This design comes from an exercise in tuning for small area, a short achievable clock period and few clock cycles on the open sky130 flow, not from production work.
Only simulation tests tie the RTL to the original design; equivalence was not proved.
No activity file was given, so power comes from the tool's default toggle rates.

==> design/flow/design.v <==
`default_nettype none
package mem_pkg;
    localparam int addr_width    = 10;
    localparam int data_width    = 32;
    localparam int mask_width    = data_width / 8;       
    localparam int port_id_width = 3;
    localparam int mem_id_width  = port_id_width + 1;    
    typedef enum logic {
        op_read  = 1'b0,
        op_write = 1'b1
    } mem_op_t;
    typedef struct packed {
        mem_op_t                  op;
        logic [mask_width-1:0]    mask;
        logic [addr_width-1:0]    addr;
        logic [data_width-1:0]    data;
        logic [port_id_width-1:0] id;
        logic                     last;
    } mem_req_t;
    typedef struct packed {
        mem_op_t                  op;
        logic [mask_width-1:0]    mask;
        logic [addr_width-1:0]    addr;
        logic [data_width-1:0]    data;
        logic [mem_id_width-1:0]  id;
        logic                     last;
    } mem_tagged_req_t;
    typedef struct packed {
        mem_op_t                  op;
        logic [data_width-1:0]    data;    
        logic [mem_id_width-1:0]  id;
    } mem_resp_t;
endpackage
`default_nettype wire
`default_nettype none
package merge_pkg;
    typedef enum logic {
        select_round_robin = 1'b0,
        select_priority    = 1'b1      
    } select_mode_t;
    typedef enum logic {
        arb_idle   = 1'b0,
        arb_locked = 1'b1              
    } arb_state_t;
endpackage
`default_nettype wire
`timescale 1ns/100ps
`default_nettype none
module mem_port_buffer (
    input  wire                    clk,
    input  wire                    rst_n,
    input  wire                    in_valid,
    input  wire mem_pkg::mem_req_t in_req,
    output logic                   in_ready,
    output logic                   out_valid,
    output mem_pkg::mem_req_t      out_req,
    input  wire                    out_ready
);
    logic     main_valid;
    mem_pkg::mem_req_t main_req;
    logic     spill_valid;
    mem_pkg::mem_req_t spill_req;
    logic     in_take;
    logic     main_free;
    assign in_take   = in_valid && in_ready;
    assign main_free = !main_valid || out_ready;     
    assign in_ready  = !spill_valid;
    assign out_valid = main_valid;
    assign out_req   = main_req;
    always_ff @(posedge clk) begin
        if (!rst_n) begin
            main_valid  <= 1'b0;
            spill_valid <= 1'b0;
        end else if (main_free) begin
            if (spill_valid) begin
                main_valid  <= 1'b1;
                spill_valid <= 1'b0;
            end else begin
                main_valid <= in_take;
            end
        end else if (in_take) begin
            spill_valid <= 1'b1;   
        end
    end
    always_ff @(posedge clk) begin
        if (main_free) begin
            main_req <= spill_valid ? spill_req : in_req;
        end
        if (!main_free && in_take) begin
            spill_req <= in_req;
        end
    end
endmodule
`default_nettype wire
`timescale 1ns/100ps
`default_nettype none
module mem_merge_arbiter #(
    parameter bit                      SELECT_MODE = 1'b0,   
    parameter bit                      USE_LAST    = 1'b1
) (
    input  wire                         clk,
    input  wire                         rst_n,
    input  wire                         in0_valid,
    input  wire mem_pkg::mem_req_t      in0_req,
    output logic                        in0_ready,
    input  wire                         in1_valid,
    input  wire mem_pkg::mem_req_t      in1_req,
    output logic                        in1_ready,
    output logic                        out_valid,
    output mem_pkg::mem_tagged_req_t    out_req,
    input  wire                         out_ready
);
        merge_pkg::arb_state_t state;
    logic       rr_ptr;        
    logic       lock_port;
    logic       prio_port;
    logic       grant0;
    logic       grant1;
    logic       win_port;
    mem_pkg::mem_req_t   win_req;
    logic       load_en;
    logic       take;
    assign prio_port = (SELECT_MODE == merge_pkg::select_priority) ? 1'b0 : rr_ptr;
    always_comb begin
        grant0 = 1'b0;
        grant1 = 1'b0;
        if (state == merge_pkg::arb_locked) begin
            grant0 = in0_valid && !lock_port;
            grant1 = in1_valid && lock_port;
        end else if (in0_valid && in1_valid) begin
            grant0 = !prio_port;
            grant1 = prio_port;
        end else begin
            grant0 = in0_valid;
            grant1 = in1_valid;
        end
    end
    assign win_port  = grant1;
    assign win_req   = grant1 ? in1_req : in0_req;
    assign load_en   = !out_valid || out_ready;    
    assign take      = load_en && (grant0 || grant1);
    assign in0_ready = load_en && grant0;
    assign in1_ready = load_en && grant1;
    always_ff @(posedge clk) begin
        if (!rst_n) begin
            out_valid <= 1'b0;
            state     <= merge_pkg::arb_idle;
            rr_ptr    <= 1'b0;
            lock_port <= 1'b0;
        end else if (take) begin
            out_valid <= 1'b1;
            rr_ptr    <= !win_port;    
            lock_port <= win_port;
            if (USE_LAST && !win_req.last) begin
                state <= merge_pkg::arb_locked;
            end else begin
                state <= merge_pkg::arb_idle;
            end
        end else if (out_ready) begin
            out_valid <= 1'b0;
        end
    end
    always_ff @(posedge clk) begin
        if (take) begin
            out_req.op   <= win_req.op;
            out_req.mask <= win_req.mask;
            out_req.addr <= win_req.addr;
            out_req.data <= win_req.data;
            out_req.id   <= {win_port, win_req.id};
            out_req.last <= win_req.last;
        end
    end
endmodule
`default_nettype wire
`timescale 1ns/100ps
`default_nettype none
module mem_merge #(
    parameter bit                      SELECT_MODE = 1'b0,   
    parameter bit                      USE_LAST    = 1'b1
) (
    input  wire                         clk,
    input  wire                         rst_n,
    input  wire                         req_valid0,
    input  wire mem_pkg::mem_req_t      req0,
    output logic                        req_ready0,
    input  wire                         req_valid1,
    input  wire mem_pkg::mem_req_t      req1,
    output logic                        req_ready1,
    output logic                        out_valid,
    output mem_pkg::mem_tagged_req_t    out_req,
    input  wire                         out_ready
);
    logic     buf0_valid;
    mem_pkg::mem_req_t buf0_req;
    logic     buf0_ready;
    logic     buf1_valid;
    mem_pkg::mem_req_t buf1_req;
    logic     buf1_ready;
    mem_port_buffer u_buf0 (
        .clk       (clk),
        .rst_n     (rst_n),
        .in_valid  (req_valid0),
        .in_req    (req0),
        .in_ready  (req_ready0),
        .out_valid (buf0_valid),
        .out_req   (buf0_req),
        .out_ready (buf0_ready)
    );
    mem_port_buffer u_buf1 (
        .clk       (clk),
        .rst_n     (rst_n),
        .in_valid  (req_valid1),
        .in_req    (req1),
        .in_ready  (req_ready1),
        .out_valid (buf1_valid),
        .out_req   (buf1_req),
        .out_ready (buf1_ready)
    );
    mem_merge_arbiter #(
        .SELECT_MODE (SELECT_MODE),
        .USE_LAST    (USE_LAST)
    ) u_arb (
        .clk       (clk),
        .rst_n     (rst_n),
        .in0_valid (buf0_valid),
        .in0_req   (buf0_req),
        .in0_ready (buf0_ready),
        .in1_valid (buf1_valid),
        .in1_req   (buf1_req),
        .in1_ready (buf1_ready),
        .out_valid (out_valid),
        .out_req   (out_req),
        .out_ready (out_ready)
    );
endmodule
`default_nettype wire
`timescale 1ns/100ps
`default_nettype none
module mem_ram #(
    parameter int DEPTH_LOG2 = 8
) (
    input  wire                         clk,
    input  wire                         rst_n,
    input  wire                         req_valid,
    input  wire mem_pkg::mem_tagged_req_t req,
    output logic                        req_ready,
    output logic                        resp_valid,
    output mem_pkg::mem_resp_t          resp,
    input  wire                         resp_ready
);
    localparam int depth = 2 ** DEPTH_LOG2;
    logic [mem_pkg::data_width-1:0] mem [depth];
    logic [DEPTH_LOG2-1:0] index;
    logic                  take;
    assign index     = req.addr[DEPTH_LOG2-1:0];   
    assign req_ready = !resp_valid || resp_ready;
    assign take      = req_valid && req_ready;
    always_ff @(posedge clk) begin
        if (take && req.op == mem_pkg::op_write) begin
            for (int b = 0; b < mem_pkg::mask_width; b++) begin
                if (req.mask[b]) begin
                    mem[index][8*b +: 8] <= req.data[8*b +: 8];
                end
            end
        end
    end
    always_ff @(posedge clk) begin
        if (!rst_n) begin
            resp_valid <= 1'b0;
        end else if (take) begin
            resp_valid <= 1'b1;
        end else if (resp_ready) begin
            resp_valid <= 1'b0;
        end
    end
    always_ff @(posedge clk) begin
        if (take) begin
            resp.op   <= req.op;
            resp.id   <= req.id;
            resp.data <= (req.op == mem_pkg::op_read) ? mem[index] : '0;
        end
    end
endmodule
`default_nettype wire
`timescale 1ns/100ps
`default_nettype none
module mem_resp_route (
    input  wire                     in_valid,
    input  wire mem_pkg::mem_resp_t in_resp,
    output logic                    in_ready,
    output logic                    resp_valid0,
    output mem_pkg::mem_resp_t      resp0,
    input  wire                     resp_ready0,
    output logic                    resp_valid1,
    output mem_pkg::mem_resp_t      resp1,
    input  wire                     resp_ready1
);
    logic port_sel;
    assign port_sel = in_resp.id[mem_pkg::mem_id_width-1];
    assign resp_valid0 = in_valid && !port_sel;
    assign resp_valid1 = in_valid && port_sel;
    assign resp0       = in_resp;
    assign resp1       = in_resp;
    assign in_ready = port_sel ? resp_ready1 : resp_ready0;   
endmodule
`default_nettype wire
`timescale 1ns/100ps
`default_nettype none
module mem_subsystem #(
    parameter bit                      SELECT_MODE = 1'b0,   
    parameter bit                      USE_LAST    = 1'b1,
    parameter int                      DEPTH_LOG2  = 8
) (
    input  wire                     clk,
    input  wire                     rst_n,
    input  wire                     req_valid0,
    input  wire [50:0]              req0,
    output logic                    req_ready0,
    output logic                    resp_valid0,
    output logic [36:0]             resp0,
    input  wire                     resp_ready0,
    input  wire                     req_valid1,
    input  wire [50:0]              req1,
    output logic                    req_ready1,
    output logic                    resp_valid1,
    output logic [36:0]             resp1,
    input  wire                     resp_ready1
);
    logic            merged_valid;
    mem_pkg::mem_tagged_req_t merged_req;
    logic            merged_ready;
    logic            ram_resp_valid;
    mem_pkg::mem_resp_t       ram_resp;
    logic            ram_resp_ready;
    mem_merge #(
        .SELECT_MODE (SELECT_MODE),
        .USE_LAST    (USE_LAST)
    ) u_mem_merge (
        .clk        (clk),
        .rst_n      (rst_n),
        .req_valid0 (req_valid0),
        .req0       (req0),
        .req_ready0 (req_ready0),
        .req_valid1 (req_valid1),
        .req1       (req1),
        .req_ready1 (req_ready1),
        .out_valid  (merged_valid),
        .out_req    (merged_req),
        .out_ready  (merged_ready)
    );
    mem_ram #(
        .DEPTH_LOG2 (DEPTH_LOG2)
    ) u_mem_ram (
        .clk        (clk),
        .rst_n      (rst_n),
        .req_valid  (merged_valid),
        .req        (merged_req),
        .req_ready  (merged_ready),
        .resp_valid (ram_resp_valid),
        .resp       (ram_resp),
        .resp_ready (ram_resp_ready)
    );
    mem_resp_route u_mem_resp_route (
        .in_valid    (ram_resp_valid),
        .in_resp     (ram_resp),
        .in_ready    (ram_resp_ready),
        .resp_valid0 (resp_valid0),
        .resp0       (resp0),
        .resp_ready0 (resp_ready0),
        .resp_valid1 (resp_valid1),
        .resp1       (resp1),
        .resp_ready1 (resp_ready1)
    );
endmodule
`default_nettype wire
==> design/flow/run.sh <==
#!/bin/bash
# synth_recipe.tcl (not shown) runs the flow's synth.tcl, then flattens the netlist and writes it again
# the make line also repeats each setting of config.mk as NAME=value (left out here)
make -C /OpenROAD-flow-scripts/flow DESIGN_CONFIG=/design/flow/config.mk WORK_HOME=/design/flow/orfs CLKGATE_MAP_FILE= SYNTH_SCRIPT=/design/flow/synth_recipe.tcl finish
==> design/flow/config.mk <==
export PLATFORM = sky130hd
export DESIGN_NAME = mem_subsystem
export DESIGN_NICKNAME = mem_subsystem
export VERILOG_FILES = /design/flow/design.v
export SDC_FILE = /design/flow/constraint.sdc
export NUM_CORES = 4
export LEC_CHECK = 0
export CAP_MARGIN = 20
export CORE_MARGIN = 2
export CORE_UTILIZATION = 45
export SLEW_MARGIN = 20
export SYNTH_MEMORY_MAX_BITS = 16384
==> design/flow/constraint.sdc <==
create_clock -name core_clock -period 6.0 [get_ports {clk}]
set_input_delay 1.2000 -clock core_clock [delete_from_list [all_inputs] [get_ports {clk}]]
set_output_delay 1.2000 -clock core_clock [all_outputs]
set_load 0.01 [all_outputs]
==> results.toml, run 1 <==
[global_routing]
grt_first_pass_wirelength_um = 1260000
track_usage = 0.242
grt_antenna_before_repair = 98
globalRoute.totalOverflow = 0
number_of_global_route_vias_before_repair = 161000
grt_start_max_net_pins = 192

[synthesis]
synthesized_area_per_cell_sq_um = 20.8
synth_flop_type = "sky130_fd_sc_hd__edfxtp_1"
yosysWarningCount = 3
synth-edff-count = 8474
synthDominantAreaCellType = "sky130_fd_sc_hd__edfxtp_1"
fraction_of_synthesized_cell_area_taken_by_the_top_area_cell_type = 0.775
ys_seq_area_frac = 0.776
post_synth_instance_area_sq_um = 328000
synthCells = 15800
postSynthRegisterBits = 8483
syn_nets = 15900
ys_async_sr_fraction = 0
synth_cell_types = 58
synth_area_leaders = "sky130_fd_sc_hd__edfxtp_1 78%, sky130_fd_sc_hd__mux4_2 12%, sky130_fd_sc_hd__mux2i_1 2.1%"

[timing]
worst_slew_pin_slew_ps = 1360
final_number_of_hold_violating_endpoints = 0
normalized_max_slew_margin = 0.0945
post-route-worst-setup-slack_ps = 817
timing.final.max_slew_violations = 0
clock_period_minus_worst_slack_ps = 5180
setup_tns_ps = 0
fin_worst_hold_slack_ps = 431
fin_crit_sh = 0.864
worst_clock_skew_ps = 90.0
timing.fmax_mhz = 193
report.final.setup_viol = 0
unrepaired_setup_endpoints_after_global_routing = "no"

[die]
die-width_um = 858
design.core.area_sq_um = 727000
die_y_um = 858
placementRows = 313
full_die_area_sq_um = 736000
ioPinCount = 186
effective_utilization_at_floorplan = 0.452

[routing]
route.top_layer_used = "met5"
met3RoutedLength_um = 84500
route.antenna.remaining_nets = 0
dr.pass1.iters = 9
detailedRoute.firstIterationViolations = 23600
finalWirelength_um = 918000
route.detailed.drc = 0
route.layer.met1.wl_um = 364000
per_cell_via_count_in_the_routed_design = 6.15
number_of_vias_after_detailed_routing = 164000
met2_length_um = 430000
avgRoutedWirePerCell_um = 34.4

[placed_design]
port_buffers = 181
place.detailed.hpwl_um = 584000
place.gp.congestion = 0.855
detailedPlace.worstSlack_ps = 933
postPlaceCellArea_sq_um = 343000

[clock_tree]
clock_insertion_delay_worst_skew_ps = 1170
postCtsSetupRepairBufs = 0
holdBufCountCts = 0
cts_tree = "built"
cts_made_buffers = 833
cts_root_buf = "sky130_fd_sc_hd__clkbuf_16"
postCtsResizedCells = 0
clock_sink_count = 8483
cts.path.max_buffers = 4
clk_transition_reported_paths_ps = 60
ctsHtreeMaxLevel = 6

[critical_path]
crit_path_class = "reg -> reg"
worstPathMaxFanout = 64
worstSetupStartpointType = "flop"
worst-endpoint-required_ps = 6780
critical_path.endpoint_type = "flop"
timing.critical_path.arrival_ps = 5960

[job]
max_cap_viol_count = 0

[cells_and_area]
design_area_sq_um = 369000
syn_to_final_growth_pct = 12.5
final_common_cell = "sky130_fd_sc_hd__edfxtp_1"
most-common-layout-cells = "8474 x sky130_fd_sc_hd__edfxtp_1, 1799 x sky130_fd_sc_hd__mux4_2, 1086 x sky130_fd_sc_hd__nor2_1"
share_of_post_route_cells_with_drive_strength_above_1 = 0.221
num-nets-final = 16400

[power]
p_leak_nw = 114
pwr_density_cell_nw_per_um2 = 359
vdd_drop_max_v = 0.000329

[run_status]
status = "complete, no violations"

[hold_path]
min-delay-path-class = "reg -> reg"
==> report_power, final <==
group | switching, W | total [W] | internal [W]
Clock | 0.0223 | 0.0503 | 0.0281
Sequential | 0.000203 | 0.0672 | 0.0670
Combinational | 0.0102 | 0.0151 | 0.00495
==> critical path, cell delays in order, from the launching register on <==
cell and delay [ps]:
sky130_fd_sc_hd__edfxtp_1 940, sky130_fd_sc_hd__buf_12 410, sky130_fd_sc_hd__buf_12 340, sky130_fd_sc_hd__nor2b_4 480
sky130_fd_sc_hd__buf_12 340, sky130_fd_sc_hd__a22oi_1 180, sky130_fd_sc_hd__a31oi_1 410, sky130_fd_sc_hd__o2111ai_1 440
sky130_fd_sc_hd__nand3_1 610, sky130_fd_sc_hd__a32oi_1 430
==> synthesized netlist by cell type (62+ instances only) <==
cell	n
sky130_fd_sc_hd__mux2i_1	680
sky130_fd_sc_hd__buf_1	70
sky130_fd_sc_hd__a221oi_1	69
sky130_fd_sc_hd__o22ai_1	62
sky130_fd_sc_hd__edfxtp_1	8474
sky130_fd_sc_hd__nand3_1	200
sky130_fd_sc_hd__a31oi_1	66
sky130_fd_sc_hd__clkbuf_1	450
sky130_fd_sc_hd__a22oi_1	445
sky130_fd_sc_hd__a32oi_1	64
sky130_fd_sc_hd__o21ai_0	63
sky130_fd_sc_hd__buf_4	176
sky130_fd_sc_hd__nand2_1	797
sky130_fd_sc_hd__buf_2	299
sky130_fd_sc_hd__a22o_1	65
sky130_fd_sc_hd__a21oi_1	198
sky130_fd_sc_hd__o2111ai_1	69
sky130_fd_sc_hd__nor2_1	1116
sky130_fd_sc_hd__mux4_2	1799
sky130_fd_sc_hd__mux2_2	232
==> flip-flops by register name (all words and copies together) (netlist names) <==
register,count
u_mem_merge.u_arb.lock_port,1
u_mem_merge.u_arb.out_req,49
u_mem_merge.u_arb.out_valid,1
u_mem_merge.u_arb.rr_ptr,1
u_mem_merge.u_arb.state,1
u_mem_merge.u_buf0.main_req,49
u_mem_merge.u_buf0.main_valid,1
u_mem_merge.u_buf0.spill_req,49
u_mem_merge.u_buf0.spill_valid,1
u_mem_merge.u_buf1.main_req,49
u_mem_merge.u_buf1.main_valid,1
u_mem_merge.u_buf1.spill_req,49
u_mem_merge.u_buf1.spill_valid,1
u_mem_ram.mem,8192
u_mem_ram.resp,37
u_mem_ram.resp_valid,1
==> layout make-up <==
type / count / area (sq um)
Inverter: 9 / 41.3
Timing Repair Buffer: 728 / 7450
Sequential cell: 8483 / 255000
Clock inverter: 457 / 3890
Antenna cell: 46 / 115
Fill cell: 57500 / 358000
Clock buffer: 1060 / 21900
Multi-Input combinational cell: 6273 / 69100
Tap cell: 9607 / 12000
==> final timing paths <==
kind / to / slack [ps] / from / cells past startpoint
worst max register to register: u_mem_ram.resp[4] / 820 / u_mem_merge.u_arb.out_req[37] / 9
worst min register to register: u_mem_ram.resp[3] / 430 / u_mem_merge.u_arb.out_req[4] / 0
worst max-delay path: u_mem_ram.resp[4] / 820 / u_mem_merge.u_arb.out_req[37] / 9
worst min-delay path: u_mem_ram.resp[3] / 430 / u_mem_merge.u_arb.out_req[4] / 0
==> metal layers <==
layer	global-route usage	vias up
met5	0.00258	-
met4	0.0895	46
met3	0.0506	1437
met2	0.378	7997
met1	0.340	88000
li1	-	66600
==> logic make-up (layout without fill, tap and decap cells) <==
| group | Yosys count | after routing | share of synthesized area |
|---|---|---|---|
| other | 0 | 46 | 0 |
| multiplexers | 2711 | 2711 | 0.152 |
| AND/OR/NAND/NOR | 2260 | 2260 | 0.0279 |
| buffers and inverters | 1030 | 2254 | 0.0155 |
| flip-flops | 8483 | 8483 | 0.776 |
| AO/OA/AOI/OAI | 1302 | 1302 | 0.0288 |
==> stage by stage <==
step                utilization  power [W]  instances
finish                    0.508      0.133      26700
global route              0.508      0.136      26600
floorplan                     -     0.0772      15800
global placement          0.472     0.0833      25100
CTS                       0.508      0.133      26600
detailed placement        0.472     0.0835      25100
Testbench counts, summed over its fixed seeds: cycles 12,824.
==> run 2: changes to the inputs <==
--- a/design/flow/config.mk
+++ b/design/flow/config.mk
@@ -8,5 +8,9 @@
 export CAP_MARGIN = 20
 export CORE_MARGIN = 2
 export CORE_UTILIZATION = 45
+export CTS_CLUSTER_DIAMETER = 80
+export CTS_CLUSTER_SIZE = 32
+export SETUP_SLACK_MARGIN = 2.0
 export SLEW_MARGIN = 20
 export SYNTH_MEMORY_MAX_BITS = 16384
+export TNS_END_PERCENT = 20
==> results.toml, run 2 <==
[synthesis]
yosysWarningCount = 3
synthCells = 15800
synthDominantAreaCellType = "sky130_fd_sc_hd__edfxtp_1"
compound_gate_fraction_of_synth_area = 0.0288
postSynthRegisterBits = 8483
post_synth_instance_area_sq_um = 328000
muxShareOfSynthArea = 0.152
dominant_cell_by_count_in_the_synthesized_netlist = "sky130_fd_sc_hd__edfxtp_1"
ys_seq_area_frac = 0.776
synth.cells.most_frequent = "8474 x sky130_fd_sc_hd__edfxtp_1, 1799 x sky130_fd_sc_hd__mux4_2, 1116 x sky130_fd_sc_hd__nor2_1"
syn_nets = 15900
combinational_family_with_the_most_area_after_synthesis = "multiplexers"
ys_async_sr_fraction = 0
synth-edff-count = 8474
synth_xor_xnor_area_share = 0
synth_cell_types = 58
synth_area_leaders = "sky130_fd_sc_hd__edfxtp_1 78%, sky130_fd_sc_hd__mux4_2 12%, sky130_fd_sc_hd__mux2i_1 2.1%"
synthesized_area_per_cell_sq_um = 20.8
synth_flop_type = "sky130_fd_sc_hd__edfxtp_1"
post_synth_and_or_nand_nor_area_fraction = 0.0279
fraction_of_synthesized_cell_area_taken_by_the_top_area_cell_type = 0.775
synth_adder_area_share = 0

[timing]
worst_slew_pin_slew_ps = 1310
setup_tns_ps = 0
post-route-worst-setup-slack_ps = 1660
timing.final.max_slew_violations = 0
fin_crit_sh = 0.723
unrepaired_setup_endpoints_after_global_routing = "yes"
final_number_of_hold_violating_endpoints = 0
clock_period_minus_worst_slack_ps = 4340
normalized_max_slew_margin = 0.129
timing.fmax_mhz = 231
worst_clock_skew_ps = 74.3
report.final.setup_viol = 0

[cells_and_area]
final_util = 0.497
max_flop_register = "u_mem_ram.mem"
design_area_sq_um = 361000
final_common_cell = "sky130_fd_sc_hd__edfxtp_1"
final_non_filler_cells = 26100
footprint_of_the_multi_input_gates_sq_um = 70500
regArea_sq_um = 255000
largest_reg_flops = 8192
share_of_post_route_cells_with_drive_strength_above_1 = 0.238
filler_cell_count = 58000
syn_to_final_growth_pct = 10.0
num-nets-final = 16300
most-common-layout-cells = "8474 x sky130_fd_sc_hd__edfxtp_1, 1799 x sky130_fd_sc_hd__mux4_2, 920 x sky130_fd_sc_hd__nor2_1"

[critical_path]
worstSetupStartpointType = "flop"
worst-endpoint-required_ps = 6680
crit-reg2reg-capture = "u_mem_ram.mem[192][27]"
timing.critical_path.arrival_ps = 5010
worstReg2RegStart = "u_mem_merge.u_arb.out_req[38]"
worst_path_largest_cell_delay_ps = 940
critical-path-top-cell-by-count = "sky130_fd_sc_hd__buf_12"
critical_path.endpoint_type = "flop"
worst_r2r_setup_slack_ps = 1660
worst_path_max_delay_cell = "sky130_fd_sc_hd__nor2_1"
cp_cell_sequence = "buf_12 -> buf_12 -> buf_12 -> buf_12 -> nor4_4 -> buf_4 -> nand2_1 -> nor2_1"
worstPathMaxFanout = 52
cp_num_buf_inv = 5
crit_path_class = "reg -> reg"
r2r_cells = 8
critPathTopFamily = "simple AND/OR/NAND/NOR gates"

[clock_tree]
clk_transition_reported_paths_ps = 110
ctsHtreeMaxLevel = 5
clock_insertion_delay_worst_skew_ps = 1100
cts_tree = "built"
clock_sink_count = 8483
cts.path.max_buffers = 4
cts_root_buf = "sky130_fd_sc_hd__clkbuf_16"
cts_made_buffers = 390

[routing]
met3RoutedLength_um = 86500
met2_length_um = 420000
route.antenna.remaining_nets = 0
per_cell_via_count_in_the_routed_design = 6.20
dr.pass1.iters = 8
finalWirelength_um = 911000
route.layer.met1.wl_um = 367000
detailedRoute.firstIterationViolations = 23400
route.top_layer_used = "met5"
number_of_vias_after_detailed_routing = 162000
avgRoutedWirePerCell_um = 34.9
route.detailed.drc = 0

[global_routing]
number_of_global_route_vias_before_repair = 158000
track_usage = 0.240
grt_first_pass_wirelength_um = 1250000
grt_antenna_before_repair = 71
grt_start_max_net_pins = 208
globalRoute.totalOverflow = 0

[hold_path]
holdCritStartpoint = "u_mem_merge.u_arb.out_req[1]"
hold-path-cell-count = 0
min-delay-path-class = "reg -> reg"
hold_end = "u_mem_ram.resp[0]"

[power]
portion_of_total_power_attributed_to_sequential_cells = 0.573
intPower_w = 0.0858
swShare = 0.267
pwr_density_cell_nw_per_um2 = 324
vdd_drop_max_v = 0.000250
comb_power_share = 0.132
p_leak_nw = 110
switching_pwr_w = 0.0312
clock_power_share = 0.295

[placed_design]
placed_cells_incl_taps = 25400
place.gp.congestion = 0.864
postPlaceCellArea_sq_um = 345000
place.detailed.hpwl_um = 585000
detailedPlace.worstSlack_ps = 1110
port_buffers = 181

[die]
placementRows = 313
effective_utilization_at_floorplan = 0.452
ioPinCount = 186
die_y_um = 858
full_die_area_sq_um = 736000
die-width_um = 858
design.core.area_sq_um = 727000

[run_status]
status = "complete, no violations"

[job]
max_cap_viol_count = 0
-- run 2: cell counts after synthesis --
No cell type changed its count.
-- run 2: logic make-up (layout without fill, tap and decap cells) --
group	count (synthesis)	count (layout)
mux	2711	2711
simple gates	2260	2263
buf+inv	1030	1696
flops	8483	8483
other cells	0	27
compound gates	1302	1302
-- run 2: cell type report --
class | count | share of cell area
Tap cell | 9607 | 0.0333
Multi-Input combinational cell | 6276 | 0.195
Antenna cell | 27 | 0.000187
Clock buffer | 407 | 0.0277
Timing Repair Buffer | 1003 | 0.0274
Inverter | 9 | 0.000114
Clock inverter | 277 | 0.0110
Sequential cell | 8483 | 0.705
-- run 2: power by group through the flow --
stage	logic, W	clock network [W]	registers, W
2_1_floorplan	0.00741	0	0.0698
3_3_place_gp	0.0149	0	0.0684
3_5_place_dp	0.0151	0	0.0684
4_1_cts	0.0154	0.0349	0.0670
5_1_grt	0.0161	0.0368	0.0671
6_report	0.0155	0.0345	0.0671
-- run 2: timing repair --
| action | 4_1_cts | 5_1_grt |
|---|---|---|
| setup endpoints to repair | 3085 | 2832 |
| cloned | 5 | 1 |
| pin swaps | 4 | 1 |
| setup buffers | 15 | 2 |
| hold buffers | 0 | 0 |
| resized for setup | 212 | 181 |
-- run 2: per-stage QoR --
stage,hold slack [ps],total power [W]
2_1_floorplan,400,0.0772
3_3_place_gp,405,0.0833
3_5_place_dp,411,0.0835
4_1_cts,443,0.117
5_1_grt,453,0.120
6_report,435,0.117
-- run 2: worst max path at each step --
stage,start,endpoint,cells past startpoint,slack [ps]
detailed placement,u_mem_merge.u_arb.out_req[40],u_mem_ram.resp[30],9,1110
global placement,u_mem_merge.u_arb.out_req[40],u_mem_ram.resp[28],11,1100
finish,u_mem_merge.u_arb.out_req[38],u_mem_ram.mem[192][27],8,1660
floorplan,u_mem_merge.u_arb.out_req[5],u_mem_ram.mem[0][0],0,1950
CTS,u_mem_merge.u_arb.out_req[37],u_mem_ram.mem[230][13],8,1740
global route,u_mem_merge.u_arb.out_req[37],u_mem_ram.mem[151][6],9,1720
-- run 2: routing by layer --
| metal | global-route usage | up-vias |
|---|---|---|
| li1 | - | 65800 |
| met1 | 0.346 | 87000 |
| met2 | 0.370 | 7841 |
| met3 | 0.0489 | 1184 |
| met4 | 0.0857 | 40 |
| met5 | 0 | - |
==> run 3: changes to the inputs <==
==> design/flow/config.mk (replaced) <==
export PLATFORM = sky130hd
export DESIGN_NAME = mem_subsystem
export DESIGN_NICKNAME = mem_subsystem
export VERILOG_FILES = /design/flow/design.v
export SDC_FILE = /design/flow/constraint.sdc
export NUM_CORES = 4
export LEC_CHECK = 0
export CAP_MARGIN = 20
export CORE_MARGIN = 2
export CORE_UTILIZATION = 50
export CTS_CLUSTER_DIAMETER = 60
export CTS_CLUSTER_SIZE = 24
export SETUP_SLACK_MARGIN = 2.3
export SLEW_MARGIN = 20
export SYNTH_MEMORY_MAX_BITS = 16384
export TNS_END_PERCENT = 100
==> results.toml, run 3 <==
[cells_and_area]
most-common-layout-cells = "8474 x sky130_fd_sc_hd__edfxtp_1, 1799 x sky130_fd_sc_hd__mux4_2, 752 x sky130_fd_sc_hd__nand2_1"
filler_cell_count = 48500
final_common_cell = "sky130_fd_sc_hd__edfxtp_1"
num-nets-final = 16400
syn_to_final_growth_pct = 12.6
final_non_filler_cells = 25400
footprint_of_the_multi_input_gates_sq_um = 73500
share_of_post_route_cells_with_drive_strength_above_1 = 0.289
largest_reg_flops = 8192
regArea_sq_um = 255000
max_flop_register = "u_mem_ram.mem"

[timing]
normalized_max_slew_margin = 0.137
timing.fmax_mhz = 259
timing.final.max_slew_violations = 0
report.final.setup_viol = 0
fin_worst_hold_slack_ps = 424
unrepaired_setup_endpoints_after_global_routing = "yes"
clock_period_minus_worst_slack_ps = 3850
final_number_of_hold_violating_endpoints = 0
worst_clock_skew_ps = 53.9
setup_tns_ps = 0
fin_crit_sh = 0.642
worst_slew_pin_slew_ps = 1300

[power]
p_leak_nw = 113
pwr_density_cell_nw_per_um2 = 338
vdd_drop_max_v = 0.000334

[synthesis]
synth_adder_area_share = 0
synth_cell_types = 58
synthDominantAreaCellType = "sky130_fd_sc_hd__edfxtp_1"
synthCells = 15800
synth_area_leaders = "sky130_fd_sc_hd__edfxtp_1 78%, sky130_fd_sc_hd__mux4_2 12%, sky130_fd_sc_hd__mux2i_1 2.1%"
synth_flop_type = "sky130_fd_sc_hd__edfxtp_1"
postSynthRegisterBits = 8483
post_synth_and_or_nand_nor_area_fraction = 0.0279
synthesized_area_per_cell_sq_um = 20.8
yosysWarningCount = 3
fraction_of_synthesized_cell_area_taken_by_the_top_area_cell_type = 0.775
synth_xor_xnor_area_share = 0
synth-edff-count = 8474
syn_nets = 15900
ys_seq_area_frac = 0.776
combinational_family_with_the_most_area_after_synthesis = "multiplexers"
dominant_cell_by_count_in_the_synthesized_netlist = "sky130_fd_sc_hd__edfxtp_1"
post_synth_instance_area_sq_um = 328000
ys_async_sr_fraction = 0
muxShareOfSynthArea = 0.152
compound_gate_fraction_of_synth_area = 0.0288
synth.cells.most_frequent = "8474 x sky130_fd_sc_hd__edfxtp_1, 1799 x sky130_fd_sc_hd__mux4_2, 1116 x sky130_fd_sc_hd__nor2_1"

[clock_tree]
cts_made_buffers = 558
clock_sink_count = 8483
clock_insertion_delay_worst_skew_ps = 1130
cts_root_buf = "sky130_fd_sc_hd__clkbuf_16"
cts_tree = "built"
clk_transition_reported_paths_ps = 90
holdBufCountCts = 0
ctsHtreeMaxLevel = 6
cts.path.max_buffers = 4

[critical_path]
crit-reg2reg-capture = "u_mem_ram.resp[11]"
worstSetupStartpointType = "flop"
worst_r2r_setup_slack_ps = 2150
worst-endpoint-required_ps = 6860
worstReg2RegStart = "u_mem_merge.u_arb.out_req[37]"
crit_path_class = "reg -> reg"
timing.critical_path.arrival_ps = 4710
r2r_cells = 9
worstPathMaxFanout = 43
critical_path.endpoint_type = "flop"

[placed_design]
placed_cells_incl_taps = 24200
port_buffers = 181
place.gp.congestion = 0.858
place.detailed.hpwl_um = 574000

[routing]
detailedRoute.firstIterationViolations = 21900
dr.pass1.iters = 8
avgRoutedWirePerCell_um = 35.5
per_cell_via_count_in_the_routed_design = 6.38
number_of_vias_after_detailed_routing = 162000
route.detailed.drc = 0
route.antenna.remaining_nets = 0
finalWirelength_um = 903000

[die]
ioPinCount = 186
full_die_area_sq_um = 663000
die_y_um = 814
die-width_um = 814
effective_utilization_at_floorplan = 0.502
design.core.area_sq_um = 654000
placementRows = 297

[hold_path]
min-delay-path-class = "reg -> reg"
hold-path-cell-count = 0
holdCritStartpoint = "u_mem_merge.u_arb.out_req[3]"
hold_end = "u_mem_ram.resp[2]"

[global_routing]
grt_start_max_net_pins = 174
number_of_global_route_vias_before_repair = 160000
grt_first_pass_wirelength_um = 1240000
track_usage = 0.265
grt_antenna_before_repair = 63
globalRoute.totalOverflow = 0

[run_status]
status = "complete, no violations"

[job]
max_cap_viol_count = 0
run 3: cell types whose count changed in the layout (fill, tap and decap cells not counted), sizes merged, moves of 3 or more:
cell | previous run | this run
buf | 819 | 733
bufbuf | 2 | 19
bufinv | 9 | 35
clkbuf | 408 | 629
clkinv | 101 | 151
clkinvlp | 5 | 48
diode | 27 | 11
inv | 171 | 184
nand2b | 13 | 16
run 3: per-stage QoR:
stage,worst slack (ps),total power [W],cell area [sq um],util
after floorplan,1950,0.0772,328000,-
after global placement,1190,0.0831,342000,0.523
after detailed placement,1160,0.0834,342000,0.523
after CTS,1920,0.125,367000,0.562
after global routing,2090,0.128,370000,0.565
final,2150,0.125,370000,0.565
run 3: cells by family (layout without fill, tap and decap cells):
kind of cell | count (synthesis) | count (layout)
muxes | 2711 | 2711
other | 0 | 11
buffers and inverters | 1030 | 1980
DFF | 8483 | 8483
AOI/OAI and AO/OA | 1302 | 1302
and+or+nand+nor | 2260 | 2270
run 3: worst max-delay path by stage:
stage	startpoint	to	slack [ps]	cells after the start
6_report	u_mem_merge.u_arb.out_req[37]	u_mem_ram.resp[11]	2150	9
2_1_floorplan	u_mem_merge.u_arb.out_req[5]	u_mem_ram.mem[0][0]	1950	0
5_1_grt	u_mem_merge.u_arb.out_req[37]	u_mem_ram.resp[9]	2090	11
4_1_cts	u_mem_merge.u_arb.out_req[37]	u_mem_ram.resp[11]	1920	12
3_3_place_gp	u_mem_merge.u_arb.out_req[40]	u_mem_ram.resp[22]	1190	8
3_5_place_dp	u_mem_merge.u_arb.out_req[40]	u_mem_ram.mem[158][15]	1160	5
run 3: critical path, stage by stage, from the launching register on:
cell and delay (ps):
sky130_fd_sc_hd__edfxtp_1 380, sky130_fd_sc_hd__buf_12 140, sky130_fd_sc_hd__buf_16 230, sky130_fd_sc_hd__buf_16 310, sky130_fd_sc_hd__mux4_2 570, sky130_fd_sc_hd__a22o_1 300, sky130_fd_sc_hd__a31oi_1 370, sky130_fd_sc_hd__o2111ai_1 350
sky130_fd_sc_hd__nand3_1 560, sky130_fd_sc_hd__a32oi_1 180
run 3: layout make-up:
type                    instances  area share
inverters                       9    0.000119
diodes                         11   0.0000745
clock inverters               409      0.0123
multi-input cells            6283       0.199
repair buffers                950      0.0310
well taps                    8671      0.0294
flip-flops and latches       8483       0.689
clock buffers                 612      0.0393
run 3: where the power goes:
part / leakage, nW / switching [W] / total (W) / internal (W)
logic: 27.5 / 0.0107 / 0.0164 / 0.00570
registers: 76.5 / 0.000170 / 0.0670 / 0.0669
clock network: 9.21 / 0.0216 / 0.0415 / 0.0199
run 3: layer usage:
layer | wire length (um) | GRT usage | up-vias | part of all wire
li1 | - | - | 66300 | -
met1 | 364000 | 0.383 | 87100 | 0.40
met2 | 423000 | 0.412 | 7438 | 0.47
met3 | 82100 | 0.0509 | 1163 | 0.091
met4 | 33100 | 0.0858 | 40 | 0.037
met5 | 264 | 0 | - | 0.00029
run 3: timing repair:
item / in CTS / in global routing
gates cloned: 40 / 17
pin swaps: 39 / 22
gates resized for setup: 1002 / 363
setup buffers: 109 / 30
setup endpoints to repair: 7840 / 4061
==> run 4: changes to the inputs <==
--- a/design/flow/config.mk
+++ b/design/flow/config.mk
@@ -7,10 +7,10 @@
 export LEC_CHECK = 0
 export CAP_MARGIN = 20
 export CORE_MARGIN = 2
-export CORE_UTILIZATION = 50
+export CORE_UTILIZATION = 48
 export CTS_CLUSTER_DIAMETER = 60
 export CTS_CLUSTER_SIZE = 24
-export SETUP_SLACK_MARGIN = 2.3
+export SETUP_SLACK_MARGIN = 2.5
 export SLEW_MARGIN = 20
 export SYNTH_MEMORY_MAX_BITS = 16384
 export TNS_END_PERCENT = 100
==> results.toml, run 4 <==
[run_status]
status = "complete, no violations"

[global_routing]
grt_start_max_net_pins = 173
track_usage = 0.263
grt_antenna_before_repair = 58
globalRoute.totalOverflow = 0
number_of_global_route_vias_before_repair = 160000
grt_first_pass_wirelength_um = 1270000

[clock_tree]
cts_made_buffers = 546
clock_insertion_delay_worst_skew_ps = 1160
ctsHtreeMaxLevel = 6
cts_tree = "built"
clock_sink_count = 8483
cts_root_buf = "sky130_fd_sc_hd__clkbuf_16"
cts.path.max_buffers = 4
clk_transition_reported_paths_ps = 90

[cells_and_area]
filler_cell_count = 50700
design_area_sq_um = 377000
regArea_sq_um = 255000
share_of_post_route_cells_with_drive_strength_above_1 = 0.322
max_flop_register = "u_mem_ram.mem"
footprint_of_the_multi_input_gates_sq_um = 77900
final_common_cell = "sky130_fd_sc_hd__edfxtp_1"
syn_to_final_growth_pct = 14.8
num-nets-final = 16400
largest_reg_flops = 8192
most-common-layout-cells = "8474 x sky130_fd_sc_hd__edfxtp_1, 1799 x sky130_fd_sc_hd__mux4_2, 658 x sky130_fd_sc_hd__nand2_1"

[critical_path]
worstSetupStartpointType = "flop"
worstReg2RegStart = "u_mem_merge.u_arb.out_req[42]"
worst-endpoint-required_ps = 6930
crit_path_class = "reg -> reg"
worstPathMaxFanout = 55
r2r_cells = 8
worst_r2r_setup_slack_ps = 2090
timing.critical_path.arrival_ps = 4840
critical_path.endpoint_type = "flop"
crit-reg2reg-capture = "u_mem_ram.resp[35]"

[routing]
detailedRoute.firstIterationViolations = 22900
met2_length_um = 445000
met3RoutedLength_um = 90200
route.detailed.drc = 0
dr.pass1.iters = 8
avgRoutedWirePerCell_um = 36.8
number_of_vias_after_detailed_routing = 164000
route.layer.met1.wl_um = 370000
route.antenna.remaining_nets = 0
route.top_layer_used = "met5"
finalWirelength_um = 948000
per_cell_via_count_in_the_routed_design = 6.36

[die]
full_die_area_sq_um = 691000
die_y_um = 831
placementRows = 303
ioPinCount = 186
effective_utilization_at_floorplan = 0.482
design.core.area_sq_um = 681000
die-width_um = 831

[timing]
clock_period_minus_worst_slack_ps = 3910
setup_tns_ps = 0
normalized_max_slew_margin = 0.101
worst_clock_skew_ps = 95.7
fin_crit_sh = 0.652
report.final.setup_viol = 0
timing.final.max_slew_violations = 0
worst_slew_pin_slew_ps = 1350
final_number_of_hold_violating_endpoints = 0
unrepaired_setup_endpoints_after_global_routing = "yes"
timing.fmax_mhz = 256

[hold_path]
hold_end = "u_mem_ram.resp[0]"
holdCritStartpoint = "u_mem_merge.u_arb.out_req[1]"
min-delay-path-class = "reg -> reg"
hold-path-cell-count = 0

[synthesis]
synthesized_area_per_cell_sq_um = 20.8
post_synth_instance_area_sq_um = 328000
ys_seq_area_frac = 0.776
synth_flop_type = "sky130_fd_sc_hd__edfxtp_1"
syn_nets = 15900
synth.cells.most_frequent = "8474 x sky130_fd_sc_hd__edfxtp_1, 1799 x sky130_fd_sc_hd__mux4_2, 1116 x sky130_fd_sc_hd__nor2_1"
postSynthRegisterBits = 8483
fraction_of_synthesized_cell_area_taken_by_the_top_area_cell_type = 0.775
dominant_cell_by_count_in_the_synthesized_netlist = "sky130_fd_sc_hd__edfxtp_1"
synth_cell_types = 58
synthCells = 15800
yosysWarningCount = 3
synth-edff-count = 8474
ys_async_sr_fraction = 0
synth_area_leaders = "sky130_fd_sc_hd__edfxtp_1 78%, sky130_fd_sc_hd__mux4_2 12%, sky130_fd_sc_hd__mux2i_1 2.1%"
synthDominantAreaCellType = "sky130_fd_sc_hd__edfxtp_1"

[job]
max_cap_viol_count = 0

[placed_design]
postPlaceCellArea_sq_um = 342000
port_buffers = 181
place.detailed.hpwl_um = 586000
place.gp.congestion = 0.861

[power]
p_leak_nw = 115
vdd_drop_max_v = 0.000349
pwr_density_cell_nw_per_um2 = 337
run 4: cell types whose count changed in the layout (fill, tap and decap cells not counted), moves of 31 or more:
cell,before,now
sky130_fd_sc_hd__buf_16,52,84
sky130_fd_sc_hd__a22oi_2,18,77
sky130_fd_sc_hd__a31oi_1,62,31
sky130_fd_sc_hd__a22oi_1,427,368
sky130_fd_sc_hd__nand2_2,38,126
sky130_fd_sc_hd__nor2_1,343,126
sky130_fd_sc_hd__nor2_4,161,490
sky130_fd_sc_hd__nor2_2,612,501
sky130_fd_sc_hd__nand2_1,752,658
sky130_fd_sc_hd__buf_4,485,438
run 4: metal layers:
layer / GRT usage / vias up
li1: - / 66500
met1: 0.374 / 88300
met2: 0.408 / 7985
met3: 0.0513 / 1308
met4: 0.103 / 40
met5: 0 / -
run 4: cell families after synthesis:
group	synth area share
AOI/OAI and AO/OA	0.0288
buffers and inverters	0.0155
and+or+nand+nor	0.0279
DFF	0.776
muxes	0.152
run 4: how the worst max path moves through the flow:
stage	start	endpoint	slack, ps	depth (start not counted)
after global routing	u_mem_merge.u_arb.out_req[37]	u_mem_ram.resp[10]	2230	12
final	u_mem_merge.u_arb.out_req[42]	u_mem_ram.resp[35]	2090	8
after CTS	u_mem_merge.u_arb.out_req[38]	u_mem_ram.resp[34]	2130	10
after detailed placement	u_mem_merge.u_arb.out_req[39]	u_mem_ram.resp[14]	930	8
after floorplan	u_mem_merge.u_arb.out_req[5]	u_mem_ram.mem[0][0]	1950	0
after global placement	u_mem_merge.u_arb.out_req[39]	u_mem_ram.resp[14]	920	8
run 4: final cells by class:
class	count	share of cell area
tap	8997	0.0299
timing repair buffer	1022	0.0362
multi-input combinational	6276	0.207
inverter	9	0.000123
sequential	8483	0.676
antenna	26	0.000173
clock inverter	403	0.0132
clock buffer	584	0.0378
run 4: timing repair:
item / 4_1_cts / 5_1_grt
gates resized for setup: 1705 / 774
hold buffers: 0 / 0
gates cloned: 42 / 50
pin swaps: 46 / 125
setup buffers: 94 / 182
setup endpoints to repair: 8074 / 5151
run 4: through the flow:
stage | instances | utilization | power (W) | hold WS (ps) | setup WS (ps)
3_5_place_dp | 24400 | 0.502 | 0.0835 | 419 | 933
2_1_floorplan | 15800 | - | 0.0772 | 400 | 1950
4_1_cts | 25500 | 0.543 | 0.126 | 420 | 2130
5_1_grt | 25800 | 0.553 | 0.130 | 425 | 2230
3_3_place_gp | 24400 | 0.502 | 0.0834 | 403 | 920
6_report | 25800 | 0.553 | 0.127 | 422 | 2090
run 4: worst max-delay path, cell delays in order, from the launching register on:
cell and delay, ps:
sky130_fd_sc_hd__edfxtp_1 440, sky130_fd_sc_hd__buf_12 190, sky130_fd_sc_hd__nor2_4 570, sky130_fd_sc_hd__buf_12 350, sky130_fd_sc_hd__buf_12 390, sky130_fd_sc_hd__a22oi_1 250, sky130_fd_sc_hd__o2111ai_1 470, sky130_fd_sc_hd__nand3_4 220
sky130_fd_sc_hd__a32oi_4 470
run 4: report_power, final:
| part | internal, W | total [W] | leakage (nW) | switching, W |
|---|---|---|---|---|
| registers | 0.0669 | 0.0670 | 76.5 | 0.000150 |
| logic | 0.00630 | 0.0179 | 29.0 | 0.0116 |
| clock network | 0.0203 | 0.0419 | 9.29 | 0.0217 |

## port drivers added, routing unchanged
Ports are ideal in the flow. The routed layouts listed here were re-timed in OpenROAD.
Step 1 assumes that a clkbuf_16 drives the clock port and a buf_2 every other input.
Step 2, shift: input delay + t, output delay - t, t = (earliest + latest rising clock arrival at the registers) / 2. This alone moves slack from input paths to output paths.
Three values: ideal ports, drivers, drivers and shift; two values: the first two.
run	t (ns)	slack for setup (ns)	pins driven straight from the clock port
run 1	1.276	0.817 / 0.817 / 0.817	1
run 2	1.210	1.662 / 1.662 / 1.135	1
run 3	1.244	2.146 / 2.146 / 1.181	1
run 4	1.253	2.087 / 2.087 / 1.255	1
After both steps every run listed still meets setup and hold. For run 3, which loses most, drivers alone change the setup slack by 0.000 ns; drivers and shift together by -0.965 ns.
